What follows belongs to an exercise in optimizing a design on an open flow for small area and a short achievable clock period; a production flow would make more cautious choices.
Function was checked by simulation only, so behaviour that the tests miss may differ from the original.

Design prince_top, start of the top module:
module prince_top
(
    input  wire          clk,
    input  wire          sys_rst,
    input  wire          in_valid,
    input  wire [127:0]  key,
    input  wire [63:0]   plain_text,
    output logic [63:0]  cipher_text,
    output logic         out_valid
);
For scale: about 6600 cells after synthesis, ~2100 flip-flops, about 260 I/O pins, roughly 0.075 mm² of cells after synthesis.
export LEC_CHECK = 0
export CAP_MARGIN = 20
export CORE_MARGIN = 2
export CORE_UTILIZATION = 40
export CTS_CLUSTER_DIAMETER = 100
export CTS_CLUSTER_SIZE = 25
export SETUP_SLACK_MARGIN = 1.35
export SLEW_MARGIN = 20
create_clock -name core_clock -period 3.2 [get_ports {clk}]
standard.sh (not shown) runs the stock make flow with config.mk's settings and CLKGATE_MAP_FILE= SYNTH_SCRIPT=/design/flow/synth_recipe.tcl, a recipe that flattens the netlist after the stock synthesis.
==> flow/flow/run.sh <==
#!/bin/bash
# Own layout flow: the standard layout (standard.sh), with the port buffers that global
# placement inserts on every input and output made with sky130_fd_sc_hd__buf_2 instead of the
# buffer the flow picks by default. Synthesis is the standard one, run unchanged.
set -euo pipefail
bash standard.sh synth > run_synth.log 2>&1
bash standard.sh "BUFFER_PORTS_ARGS=-buffer_cell sky130_fd_sc_hd__buf_2" finish > run_finish.log 2>&1
The starting point passed the timing, DRC and antenna checks.
Edit:
- CORE_UTILIZATION: 40 -> 60
- SETUP_SLACK_MARGIN: 1.35 -> 1.5
After rerunning:
- With this change the flow finished but fails on antenna violations
- global-route usage goes up by 9.2 points
- design area rises by 0.59%
- sequential share of layout area went down by 0.21 points
- routed wire length goes down by 3.6%
- register-to-register slack is better by 0.20 ns
- first-iteration DRC count is lower by 3.0%
- worst setup slack is better by 0.0099 ns
- hold slack got worse by 0.0045 ns
- core utilization rose by 23 points
Edit:
- CORE_UTILIZATION: 60 -> 40
- PLACE_DENSITY: default -> 0.8
- SETUP_SLACK_MARGIN: 1.5 -> 1.42
What happened:
- The new run completed without violations
- non-clock buffer count stays the same
- clock skew came out lower by 0.038 ns
- wire length grows slightly
Edit:
==> flow/run.sh (new file) <==
#!/bin/bash
# synth_recipe.tcl (not shown) runs the flow's synth.tcl, then flattens the netlist and writes it again
# the make line also repeats each setting of config.mk as NAME=value (left out here)
make -C /OpenROAD-flow-scripts/flow DESIGN_CONFIG=/design/flow/config.mk WORK_HOME=/design/flow/orfs CLKGATE_MAP_FILE= SYNTH_SCRIPT=/design/flow/synth_recipe.tcl finish
- CTS_CLUSTER_DIAMETER: 100 -> default
- CTS_CLUSTER_SIZE: 25 -> default
- PLACE_DENSITY: 0.8 -> default
- SETUP_SLACK_MARGIN: 1.42 -> 1.2
removed: flow/flow/run.sh
removed: flow/standard.sh
=> The changed run completed without violations; design area goes up by about 6%; sequential share of layout area goes down by 2.9 points; core utilization goes up by 2.7 points; worst hold slack improved by 0.11 ns.

========
Starting RTL as in the previous note.
export LEC_CHECK = 0
export CAP_MARGIN = 20
export CORE_MARGIN = 2
export CORE_UTILIZATION = 40
export CTS_CLUSTER_DIAMETER = 100
export CTS_CLUSTER_SIZE = 28
export SETUP_SLACK_MARGIN = 1.42
export SLEW_MARGIN = 20
create_clock -name core_clock -period 3.2 [get_ports {clk}]
==> flow/flow/run.sh <==
#!/bin/bash
# Own layout flow: the standard layout (standard.sh), with the port buffers that global
# placement inserts on every input and output made with sky130_fd_sc_hd__buf_2 instead of the
# buffer the flow picks by default. Synthesis is the standard one, run unchanged.
set -euo pipefail
bash standard.sh synth > run_synth.log 2>&1
bash standard.sh "BUFFER_PORTS_ARGS=-buffer_cell sky130_fd_sc_hd__buf_2" finish > run_finish.log 2>&1
==> next run, changes <==
- CORE_UTILIZATION: 40 -> 55
- CTS_CLUSTER_SIZE: 28 -> 25
- PLACE_DENSITY: default -> 0.85
- SETUP_SLACK_MARGIN: 1.42 -> 1.5
- final area is about the same
- worst hold slack gets worse by 0.0090 ns
- wire length came out lower by 3.5%
- setup slack is worse by 0.047 ns
- non-clock buffer count is higher by 6
- core utilization increases by 17 points
- global-route usage went up by 6.4 points
- die area decreases by 27%
- final cell count fell by 7.5%

## port drivers added, routing unchanged
The results above use ideal ports. As a check the final layouts listed here were re-extracted and re-timed, cells and wires unchanged. Step 1: set_driving_cell puts a clkbuf_16 on clk and a buf_2 on each other input, an assumption about the parent block. Step 2 times the ports against the registers' clock, not the clock port: input delays grow and output delays shrink by t, the midpoint of the rising clock arrivals with the driver on. Slacks: ideal / step 1 / step 2; pairs: ideal / step 1.
| run | t, ns | setup slack, ns | worst hold slack (ns) | clock arrival spread, ns | worst register clock-pin slew, ns | worst data-port slew with drivers (ns) |
|---|---|---|---|---|---|---|
| the first run of note 1 | 0.833 | 1.292 / 1.221 / 0.594 | 0.065 / 0.005 / 0.287 | 0.074 / 0.073 | 0.11 / 0.11 | 0.08 |
| the second run of note 1 | 0.814 | 1.302 / 1.223 / 0.736 | 0.061 / 0.014 / 0.299 | 0.074 / 0.074 | 0.10 / 0.10 | 0.10 |
| the third run of note 1 | 0.831 | 1.338 / 1.263 / 0.637 | 0.043 / -0.008 / 0.321 | 0.052 / 0.052 | 0.11 / 0.11 | 0.09 |
| the fourth run of note 1 | 0.920 | 1.191 / 1.157 / 0.346 | 0.150 / 0.078 / 0.274 | 0.065 / 0.065 | 0.07 / 0.07 | 0.09 |
| the first run of note 2 | 0.821 | 1.345 / 1.256 / 0.688 | 0.063 / 0.000 / 0.308 | 0.043 / 0.044 | 0.12 / 0.12 | 0.10 |
| the second run of note 2 | 0.844 | 1.298 / 1.213 / 0.692 | 0.054 / 0.001 / 0.271 | 0.070 / 0.070 | 0.10 / 0.10 | 0.15 |
For the fourth run of note 1, which loses most, drivers alone change the setup slack by -0.034 ns; drivers and shift together by -0.845 ns.
